This is an optimization exercise on Yosys and OpenROAD, whose aim is small area and a short achievable clock period, not a production implementation.
Only simulation tests tie the RTL to the original design; equivalence was not proved.
Power and IR drop assume default switching activity.

File: run.sh
#!/bin/bash
# synth_recipe.tcl (not shown) runs the flow's synth.tcl, then flattens the netlist and writes it again
# the make line also repeats each setting of config.mk as NAME=value (left out here)
make -C /OpenROAD-flow-scripts/flow DESIGN_CONFIG=/design/flow/config.mk WORK_HOME=/design/flow/orfs CLKGATE_MAP_FILE= SYNTH_SCRIPT=/design/flow/synth_recipe.tcl finish
File: config.mk
export PLATFORM = sky130hd
export DESIGN_NAME = rdmx_control
export DESIGN_NICKNAME = rdmx_control
export VERILOG_FILES = /design/flow/design.v
export SDC_FILE = /design/flow/constraint.sdc
export NUM_CORES = 4
export LEC_CHECK = 0
export CAP_MARGIN = 20
export CORE_MARGIN = 2
export CORE_UTILIZATION = 40
export SLEW_MARGIN = 20
File: constraint.sdc
create_clock -name core_clock -period 5.0 [get_ports {clk}]
set_input_delay 1.0000 -clock core_clock [delete_from_list [all_inputs] [get_ports {clk}]]
set_output_delay 1.0000 -clock core_clock [all_outputs]
set_load 0.01 [all_outputs]
File: design.v
`default_nettype none
package rdmx_ctl_pkg;
    localparam int REG_DATA_W = 32;
    localparam int CNT_W      = 64;
    localparam int REG_IDX_W  = 8;
    localparam int TDATA_W    = 512;
    localparam int SEQ_W      = 32;
    localparam int RESET_HOLD_CYCLES = 1000;
    localparam int RST_CNT_W         = $clog2(RESET_HOLD_CYCLES + 1);
    localparam logic [CNT_W-1:0] PCI_BASE_RST = 64'h1_0000_0000;
    localparam logic [CNT_W-1:0] PCI_SIZE_RST = 64'h1_0000_0000;
    typedef enum logic [REG_IDX_W-1:0] {
        REG_STATUS     = 8'd0,
        REG_ERRORS     = 8'd1,
        REG_GOOD_H     = 8'd2,
        REG_GOOD_L     = 8'd3,
        REG_BAD_H      = 8'd4,
        REG_BAD_L      = 8'd5,
        REG_PCI_BASE_H = 8'd6,
        REG_PCI_BASE_L = 8'd7,
        REG_PCI_SIZE_H = 8'd8,
        REG_PCI_SIZE_L = 8'd9,
        REG_RESET      = 8'd10,
        REG_CLEAR      = 8'd11,
        REG_LOOPBACK   = 8'd34,
        REG_PAUSE_PCI  = 8'd35
    } reg_index_e;
    typedef enum logic [1:0] {
        RESP_OKAY   = 2'd0,
        RESP_SLVERR = 2'd2,
        RESP_DECERR = 2'd3
    } resp_e;
    typedef struct packed {
        logic                  valid;
        logic [REG_IDX_W-1:0]  index;
        logic [REG_DATA_W-1:0] data;
    } reg_wr_t;
    typedef struct packed {
        logic                 valid;
        logic [REG_IDX_W-1:0] index;
    } reg_rd_req_t;
    typedef struct packed {
        logic                  valid;
        logic [REG_DATA_W-1:0] data;
        resp_e                 resp;
    } reg_rd_t;
    typedef struct packed {
        logic good;
        logic bad;
        logic range_err;
    } pkt_event_t;
    typedef struct packed {
        logic [1:0] ddr_cal;
        logic       pcs_aligned;
    } async_status_t;
    typedef struct packed {
        logic [TDATA_W-1:0] tdata;
        logic               tvalid;
        logic               tready;
        logic               tlast;
    } stream_beat_t;
    typedef struct packed {
        logic [CNT_W-1:0] base;
        logic [CNT_W-1:0] size;
    } pci_cfg_t;
    typedef struct packed {
        logic [CNT_W-1:0] good;
        logic [CNT_W-1:0] bad;
        logic [3:0]       errors;
        logic [2:0]       status;
        logic             reset_active;
        logic             pause_active;
        logic             loopback;
        pci_cfg_t         pci;
    } status_view_t;
endpackage
`default_nettype wire
`default_nettype none
import rdmx_ctl_pkg::*;
module seq_check (
    input  logic                       clk,
    input  logic                       counter_clear,
    input  rdmx_ctl_pkg::stream_beat_t stream,
    output logic                       seq_error
);
    logic [SEQ_W-1:0] seq_field;
    logic [SEQ_W-1:0] seq_prior;
    logic             beat;
    assign seq_field = stream.tdata[TDATA_W-1 -: SEQ_W];
    assign beat = stream.tvalid && stream.tready;
    always_ff @(posedge clk) begin
        if (counter_clear) begin
            seq_error <= 1'b0;
            seq_prior <= '0;
        end else if (beat) begin
            if ((seq_field != '0) && (seq_field != seq_prior + 1'b1)) begin
                seq_error <= 1'b1;
            end
            seq_prior <= seq_field;
        end
    end
endmodule
`default_nettype wire
`default_nettype none
import rdmx_ctl_pkg::*;
module event_capture (
    input  logic                              clk,
    input  logic                              counter_clear,
    input  rdmx_ctl_pkg::reg_wr_t             reg_wr,
    input  rdmx_ctl_pkg::pkt_event_t          events,
    input  rdmx_ctl_pkg::async_status_t       async_status,
    output logic [rdmx_ctl_pkg::CNT_W-1:0]    good_count,
    output logic [rdmx_ctl_pkg::CNT_W-1:0]    bad_count,
    output logic                              range_err,
    output rdmx_ctl_pkg::async_status_t       status
);
    rdmx_ctl_pkg::async_status_t sync_meta;
    rdmx_ctl_pkg::async_status_t sync_q;
    always_ff @(posedge clk) begin
        sync_meta <= async_status;
        sync_q    <= sync_meta;
    end
    assign status = sync_q;
    always_ff @(posedge clk) begin
        if (counter_clear) begin
            good_count <= '0;
            bad_count  <= '0;
            range_err  <= 1'b0;
        end else begin
            if (reg_wr.valid && (reg_wr.index == REG_GOOD_H)) begin
                good_count[CNT_W-1 -: REG_DATA_W] <= reg_wr.data;
            end else if (reg_wr.valid && (reg_wr.index == REG_GOOD_L)) begin
                good_count[REG_DATA_W-1:0] <= reg_wr.data;
            end else if (events.good) begin
                good_count <= good_count + 1'b1;
            end
            if (reg_wr.valid && (reg_wr.index == REG_BAD_H)) begin
                bad_count[CNT_W-1 -: REG_DATA_W] <= reg_wr.data;
            end else if (reg_wr.valid && (reg_wr.index == REG_BAD_L)) begin
                bad_count[REG_DATA_W-1:0] <= reg_wr.data;
            end else if (events.bad) begin
                bad_count <= bad_count + 1'b1;
            end
            if (events.range_err) begin
                range_err <= 1'b1;
            end
        end
    end
endmodule
`default_nettype wire
`default_nettype none
import rdmx_ctl_pkg::*;
module ctl_regs (
    input  logic                   clk,
    input  logic                   resetn,
    input  rdmx_ctl_pkg::reg_wr_t  reg_wr,
    output logic                   wr_done,
    output rdmx_ctl_pkg::resp_e    wr_resp,
    output rdmx_ctl_pkg::pci_cfg_t pci,
    output logic                   loopback,
    output logic                   pause_pci,
    output logic                   resetn_out,
    output logic                   counter_clear
);
    logic [RST_CNT_W-1:0]  reset_count;
    logic [REG_DATA_W-1:0] pause_count;
    logic                  reset_active;
    logic                  clear_hit;
    logic                  index_ok;
    assign reset_active = !resetn || (reset_count != '0);
    assign resetn_out   = !reset_active;
    assign pause_pci = (pause_count != '0);
    assign clear_hit     = reg_wr.valid && (reg_wr.index == REG_CLEAR);
    assign counter_clear = reset_active || clear_hit;
    always_comb begin
        case (reg_wr.index)
            REG_GOOD_H, REG_GOOD_L,
            REG_BAD_H, REG_BAD_L,
            REG_PCI_BASE_H, REG_PCI_BASE_L,
            REG_PCI_SIZE_H, REG_PCI_SIZE_L,
            REG_RESET, REG_CLEAR,
            REG_LOOPBACK, REG_PAUSE_PCI: index_ok = 1'b1;
            default:                     index_ok = 1'b0;
        endcase
    end
    always_ff @(posedge clk) begin
        if (!resetn) begin
            wr_done <= 1'b0;
        end else begin
            wr_done <= reg_wr.valid;
        end
    end
    always_ff @(posedge clk) begin
        if (reg_wr.valid) begin
            wr_resp <= index_ok ? RESP_OKAY : RESP_DECERR;
        end
    end
    always_ff @(posedge clk) begin
        if (!resetn) begin
            pci.base    <= PCI_BASE_RST;
            pci.size    <= PCI_SIZE_RST;
            loopback    <= 1'b0;
            pause_count <= '0;
            reset_count <= '0;
        end else begin
            if (reset_count != '0) begin
                reset_count <= reset_count - 1'b1;
            end
            if (pause_count != '0) begin
                pause_count <= pause_count - 1'b1;
            end
            if (reg_wr.valid) begin
                case (reg_wr.index)
                    REG_PCI_BASE_H: pci.base[CNT_W-1 -: REG_DATA_W] <= reg_wr.data;
                    REG_PCI_BASE_L: pci.base[REG_DATA_W-1:0]        <= reg_wr.data;
                    REG_PCI_SIZE_H: pci.size[CNT_W-1 -: REG_DATA_W] <= reg_wr.data;
                    REG_PCI_SIZE_L: pci.size[REG_DATA_W-1:0]        <= reg_wr.data;
                    REG_LOOPBACK:   loopback    <= reg_wr.data[0];
                    REG_RESET:      reset_count <= RST_CNT_W'(RESET_HOLD_CYCLES);
                    REG_PAUSE_PCI:  pause_count <= reg_wr.data;
                    default: ;
                endcase
            end
        end
    end
endmodule
`default_nettype wire
`default_nettype none
import rdmx_ctl_pkg::*;
module read_mux (
    input  logic                       clk,
    input  logic                       resetn,
    input  rdmx_ctl_pkg::reg_rd_req_t  reg_rd_req,
    input  rdmx_ctl_pkg::status_view_t view,
    output rdmx_ctl_pkg::reg_rd_t      reg_rd
);
    logic [REG_DATA_W-1:0] sel_data;
    rdmx_ctl_pkg::resp_e                 sel_resp;
    logic                  rd_valid;
    logic [REG_DATA_W-1:0] rd_data;
    rdmx_ctl_pkg::resp_e                 rd_resp;
    always_comb begin
        sel_data = '0;
        sel_resp = RESP_OKAY;
        case (reg_rd_req.index)
            REG_STATUS:     sel_data = REG_DATA_W'(view.status);
            REG_ERRORS:     sel_data = REG_DATA_W'(view.errors);
            REG_GOOD_H:     sel_data = view.good[CNT_W-1 -: REG_DATA_W];
            REG_GOOD_L:     sel_data = view.good[REG_DATA_W-1:0];
            REG_BAD_H:      sel_data = view.bad[CNT_W-1 -: REG_DATA_W];
            REG_BAD_L:      sel_data = view.bad[REG_DATA_W-1:0];
            REG_PCI_BASE_H: sel_data = view.pci.base[CNT_W-1 -: REG_DATA_W];
            REG_PCI_BASE_L: sel_data = view.pci.base[REG_DATA_W-1:0];
            REG_PCI_SIZE_H: sel_data = view.pci.size[CNT_W-1 -: REG_DATA_W];
            REG_PCI_SIZE_L: sel_data = view.pci.size[REG_DATA_W-1:0];
            REG_RESET:      sel_data = REG_DATA_W'(view.reset_active);
            REG_LOOPBACK:   sel_data = REG_DATA_W'(view.loopback);
            REG_PAUSE_PCI:  sel_data = REG_DATA_W'(view.pause_active);
            default:        sel_resp = RESP_DECERR;
        endcase
    end
    always_ff @(posedge clk) begin
        if (!resetn) begin
            rd_valid <= 1'b0;
        end else begin
            rd_valid <= reg_rd_req.valid;
        end
    end
    always_ff @(posedge clk) begin
        if (reg_rd_req.valid) begin
            rd_data <= sel_data;
            rd_resp <= sel_resp;
        end
    end
    assign reg_rd.valid = rd_valid;
    assign reg_rd.data  = rd_data;
    assign reg_rd.resp  = rd_resp;
endmodule
`default_nettype wire
`default_nettype none
import rdmx_ctl_pkg::*;
module rdmx_control (
    input  logic                        clk,
    input  logic                        resetn,
    input  logic [40:0]                 reg_wr,
    output logic                        wr_done,
    output logic [1:0]                  wr_resp,
    input  logic [8:0]                  reg_rd_req,
    output logic [34:0]                 reg_rd,
    input  logic [2:0]                  events,
    input  logic [1:0]                  overflow,
    input  logic [2:0]                  async_status,
    input  logic [514:0]                stream,
    output logic [127:0]                pci,
    output logic                        loopback,
    output logic                        pause_pci,
    output logic                        resetn_out
);
    logic             counter_clear;
    logic             seq_error;
    logic             range_err;
    logic [CNT_W-1:0] good_count;
    logic [CNT_W-1:0] bad_count;
    rdmx_ctl_pkg::async_status_t sync_status;
    rdmx_ctl_pkg::status_view_t view;
    seq_check u_seq_check (
        .clk           (clk),
        .counter_clear (counter_clear),
        .stream        (stream),
        .seq_error     (seq_error)
    );
    event_capture u_event_capture (
        .clk           (clk),
        .counter_clear (counter_clear),
        .reg_wr        (reg_wr),
        .events        (events),
        .async_status  (async_status),
        .good_count    (good_count),
        .bad_count     (bad_count),
        .range_err     (range_err),
        .status        (sync_status)
    );
    ctl_regs u_ctl_regs (
        .clk           (clk),
        .resetn        (resetn),
        .reg_wr        (reg_wr),
        .wr_done       (wr_done),
        .wr_resp       (wr_resp),
        .pci           (pci),
        .loopback      (loopback),
        .pause_pci     (pause_pci),
        .resetn_out    (resetn_out),
        .counter_clear (counter_clear)
    );
    assign view.good         = good_count;
    assign view.bad          = bad_count;
    assign view.errors       = {seq_error, overflow, range_err};
    assign view.status       = {sync_status.ddr_cal, sync_status.pcs_aligned};
    assign view.reset_active = !resetn_out;
    assign view.pause_active = pause_pci;
    assign view.loopback     = loopback;
    assign view.pci          = pci;
    read_mux u_read_mux (
        .clk        (clk),
        .resetn     (resetn),
        .reg_rd_req (reg_rd_req),
        .view       (view),
        .reg_rd     (reg_rd)
    );
endmodule
`default_nettype wire
==> insert_results.sql <==
INSERT INTO impl_metrics (metric_group, metric, value, unit) VALUES
('die', 'core_region_area', '51510', 'um2'),
('power_and_ir_drop', 'power_per_cell_area', '348.3', 'nW/um2'),
('layout', 'area.growth.synth_to_final', '16.84', '%'),
('timing', 'finalClockSkew', '0.01400', 'ns'),
('timing', 'fin_crit', '4.311', 'ns'),
('timing', 'rsz0062_at_grt', 'false', ''),
('cts', 'insertion_delay', '0.58', 'ns'),
('critical_path', 'slowest_stage', 'sky130_fd_sc_hd__or4_1', ''),
('critical_path', 'worstSetupPathType', 'reg2out', ''),
('route', 'drc_errors', '0', ''),
('layout', 'instances_no_fill', '3350', ''),
('critical_path', 'critPathMaxStageDelay', '0.64', 'ns'),
('synth', 'synth_sequential_area_ratio', '37.52', '%'),
('critical_path', 'rrSetupSlack', '1.83', 'ns'),
('place', 'dp_hpwl', '52.93', 'mm'),
('timing', 'max_slew.worst_pin.slew', '1.124', 'ns'),
('critical_path', 'required', '4.00', 'ns'),
('timing', 'slew_viol_final', '0', ''),
('synth', 'synth_flop_cell', 'sky130_fd_sc_hd__dfxtp_1', ''),
('route', 'post_route_wl', '75.25', 'mm'),
('route', 'drtAntennaViolNets', '0', ''),
('route', 'drt_first_pass_iters', '9', ''),
('timing', 'fin_setup_tns', '0', 'ns'),
('timing', 'postLayoutSetupSlackWorst', '0.6889', 'ns'),
('synth', 'synthDominantCellAreaShare', '32.64', '%'),
('place', 'post-place-ws', '0.7897', 'ns'),
('synth', 'netlist-cell-type-count', '83', ''),
('cts', 'ctsHtreeMaxLevel', '2', ''),
('cts', 'numCtsBuffers', '44', ''),
('timing', 'timing.final.crit_share', '86.22', '%'),
('job', 'maxcap_violations', '0', ''),
('layout', 'layout.cells.most_common_list', 'sky130_fd_sc_hd__nand2_1 (453), sky130_fd_sc_hd__dfxtp_1 (341), sky130_fd_sc_hd__clkdlybuf4s50_1 (260)', ''),
('critical_path', 'critical_path_peak_fanout', '5', ''),
('synth', 'synthTopCellsByArea', 'sky130_fd_sc_hd__dfxtp_1 (33%), sky130_fd_sc_hd__nand2_1 (8.2%), sky130_fd_sc_hd__a21oi_1 (5.4%)', ''),
('synth', 'number_of_synthesized_register_bits', '375', ''),
('synth', 'synthesis.area_per_instance', '7.982', 'um2'),
('route', 'route.detailed.wl_per_inst', '22.46', 'um'),
('layout', 'fin_nets', '3217', ''),
('cts', 'tritoncts', 'yes', ''),
('synth', 'yosysWarnings', '4', ''),
('route', 'drt_first_iter_violations', '2053', ''),
('layout', 'antennaDiodeCount', '0', ''),
('layout', 'postLayoutCoreUtil', '47.44', '%'),
('global_routing', 'global_route_wire_length_before_repair', '112.5', 'mm'),
('status', 'result_of_the_run', 'timing/DRC/antenna clean', ''),
('die', 'row_count', '83', ''),
('synth', 'syn-cell-area', '20910', 'um2'),
('cts', 'clock_tree.root_cell', 'sky130_fd_sc_hd__clkbuf_16', ''),
('cts', 'post_cts_resized', '0', ''),
('place', 'portBuffers', '262', ''),
('global_routing', 'grt_usage', '26.93', '%'),
('synth', 'async_flop_share', '0', '%'),
('die', 'die-height', '232.7', 'um'),
('critical_path', 'cp.arrival', '3.31', 'ns'),
('timing', 'finalSetupViolations', '0', ''),
('layout', 'mostFrequentLayoutCell', 'sky130_fd_sc_hd__nand2_1', ''),
('die', 'die_w', '232.7', 'um'),
('critical_path', 'ff2ff_path_depth', '7', ''),
('die', 'io-pin-count', '744', ''),
('synth', 'synth_top_cell_by_area', 'sky130_fd_sc_hd__dfxtp_1', ''),
('global_routing', 'grt_pass1_vias', '18170', ''),
('synth', 'synth_enable_flop_cells', '34', ''),
('global_routing', 'grt_max_degree', '105', ''),
('cts', 'clkSinkCount', '375', ''),
('critical_path', 'timing.critical_path.cells', 'or4_1, nor4b_4, nand2_1, or3_1, clkdlybuf4s50_1', ''),
('critical_path', 'timing.critical_path.to_type', 'primary output', ''),
('power_and_ir_drop', 'max-vdd-ir-drop', '0.0002546', 'V'),
('die', 'die-area', '54130', 'um2'),
('global_routing', 'initial_antenna_violation_count', '1', ''),
('cts', 'worst_setup_hold_path_clk_slew', '0.06', 'ns'),
('synth', 'syn_nets', '3201', '');
synth_stat cells (8+ instances only):
cell and count:
sky130_fd_sc_hd__xor2_1 52, sky130_fd_sc_hd__and4_1 10, sky130_fd_sc_hd__nor3_1 52, sky130_fd_sc_hd__nand2b_1 10
sky130_fd_sc_hd__nor4_1 34, sky130_fd_sc_hd__a22oi_1 18, sky130_fd_sc_hd__a31oi_1 20, sky130_fd_sc_hd__xnor2_1 81
sky130_fd_sc_hd__a222oi_1 27, sky130_fd_sc_hd__a211oi_1 24, sky130_fd_sc_hd__edfxtp_1 34, sky130_fd_sc_hd__o31ai_1 10
sky130_fd_sc_hd__or4_1 8, sky130_fd_sc_hd__nand4_1 39, sky130_fd_sc_hd__inv_1 26, sky130_fd_sc_hd__o221a_2 8
sky130_fd_sc_hd__a221oi_1 8, sky130_fd_sc_hd__mux2i_1 67, sky130_fd_sc_hd__buf_4 141, sky130_fd_sc_hd__nand3_1 86
sky130_fd_sc_hd__dfxtp_1 341, sky130_fd_sc_hd__o21ai_0 166, sky130_fd_sc_hd__and2_1 16, sky130_fd_sc_hd__a21boi_0 131
sky130_fd_sc_hd__nor2_1 125, sky130_fd_sc_hd__buf_1 13, sky130_fd_sc_hd__or3_1 21, sky130_fd_sc_hd__nand2_1 455
sky130_fd_sc_hd__clkbuf_2 11, sky130_fd_sc_hd__clkbuf_1 139, sky130_fd_sc_hd__buf_2 28, sky130_fd_sc_hd__o22ai_1 37
sky130_fd_sc_hd__a21oi_1 225, sky130_fd_sc_hd__and3_1 37
per-stage QoR:
stage	power [W]	hold WS, ns	area, um2
after global placement	0.005122	0.3133	22920
after detailed placement	0.005168	0.3161	22920
after CTS	0.008554	0.3311	24430
after global routing	0.008880	0.3344	24430
final	0.008512	0.3273	24430
after floorplan	0.004628	0.3096	20910
critical path, delay by kind of cell (launching register included):
| family | cells | cell delay (ns) |
|---|---|---|
| flops | 1 | 0.34 |
| buf+inv | 1 | 0.57 |
| simple gates | 4 | 1.81 |
final timing paths:
kind	start	to
worst max-delay path	u_ctl_regs.pause_count[24]$_SDFF_PN0_	pause_pci
worst min-delay path	u_event_capture.sync_meta[2]$_DFF_P_	u_event_capture.sync_q[2]$_DFF_P_
worst max register to register	u_event_capture.good_count[0]$_SDFFE_PP0P_	u_event_capture.good_count[50]$_SDFFE_PP0P_
worst min register to register	u_event_capture.sync_meta[2]$_DFF_P_	u_event_capture.sync_q[2]$_DFF_P_
sequential cells by signal, summed over array words and instances, names as in the netlist:
register and flops:
u_event_capture.good_count 64, u_read_mux.rd_data 32, u_read_mux.rd_valid 1, u_seq_check.seq_prior 32, u_ctl_regs.wr_resp 1, u_event_capture.range_err 1
u_seq_check.seq_error 1, u_read_mux.rd_resp 1, u_ctl_regs.loopback 1, u_event_capture.sync_q 3, u_event_capture.bad_count 64, u_event_capture.sync_meta 3
u_ctl_regs.pci 128, u_ctl_regs.reset_count 10, u_ctl_regs.wr_done 1, u_ctl_regs.pause_count 32
metal layers:
metal  up-vias  routed length (um)  track usage [%]
met2       844               34280            43.10
met4         0                2053            8.539
met1      9709               33000            37.03
met5         -                   0                0
li1       9232                   -                -
met3       134                5907            4.301
final cells by class:
type / instances / area [um2]
timing repair buffer: 303 / 2950
multi-input combinational: 1886 / 11180
sequential: 375 / 7848
inverter: 26 / 97.59
tap: 680 / 850.8
clock buffer: 67 / 1330
clock inverter: 13 / 176.4
fill: 5032 / 27070
logic make-up after synthesis:
kind of cell | Yosys count | synth area share [%]
compound gates | 723 | 21.72
xor+xnor | 133 | 5.570
fa+ha+maj | 6 | 0.3589
buf+inv | 359 | 9.243
flops | 375 | 37.52
mux | 67 | 3.207
simple gates | 957 | 22.38
power breakdown:
group | total (W) | switching (W) | internal [W]
Clock | 0.00338 | 0.00134 | 0.00204
Sequential | 0.00337 | 0.000171 | 0.00320
Combinational | 0.00176 | 0.00104 | 0.000725
Total | 0.00851 | 0.00255 | 0.00597

==> re-timing with driven ports <==
Ports are ideal in the flow. The routed layout listed here was re-timed in OpenROAD. Step 1 assumes that a clkbuf_16 drives the clock port and a buf_2 every other input. Step 2 moves the port delays by t, midway between the first and last clock arrival at a register: inputs arrive t later, outputs are due t later. That takes back most of the time a late clock gives input paths. Three values: ideal, step 1, step 2; two values: the first two.
shift t [ns]: 0.633
setup WS [ns]: 0.689 / 0.629 / 0.862
hold slack, ns: 0.327 / 0.327 / 0.327
worst slew at a driven data input, ns: 0.06
pins driven straight from the clock port: 1
After both steps this run still meets setup and hold. For this run, drivers alone change the setup slack by -0.060 ns; drivers and shift together by +0.173 ns.
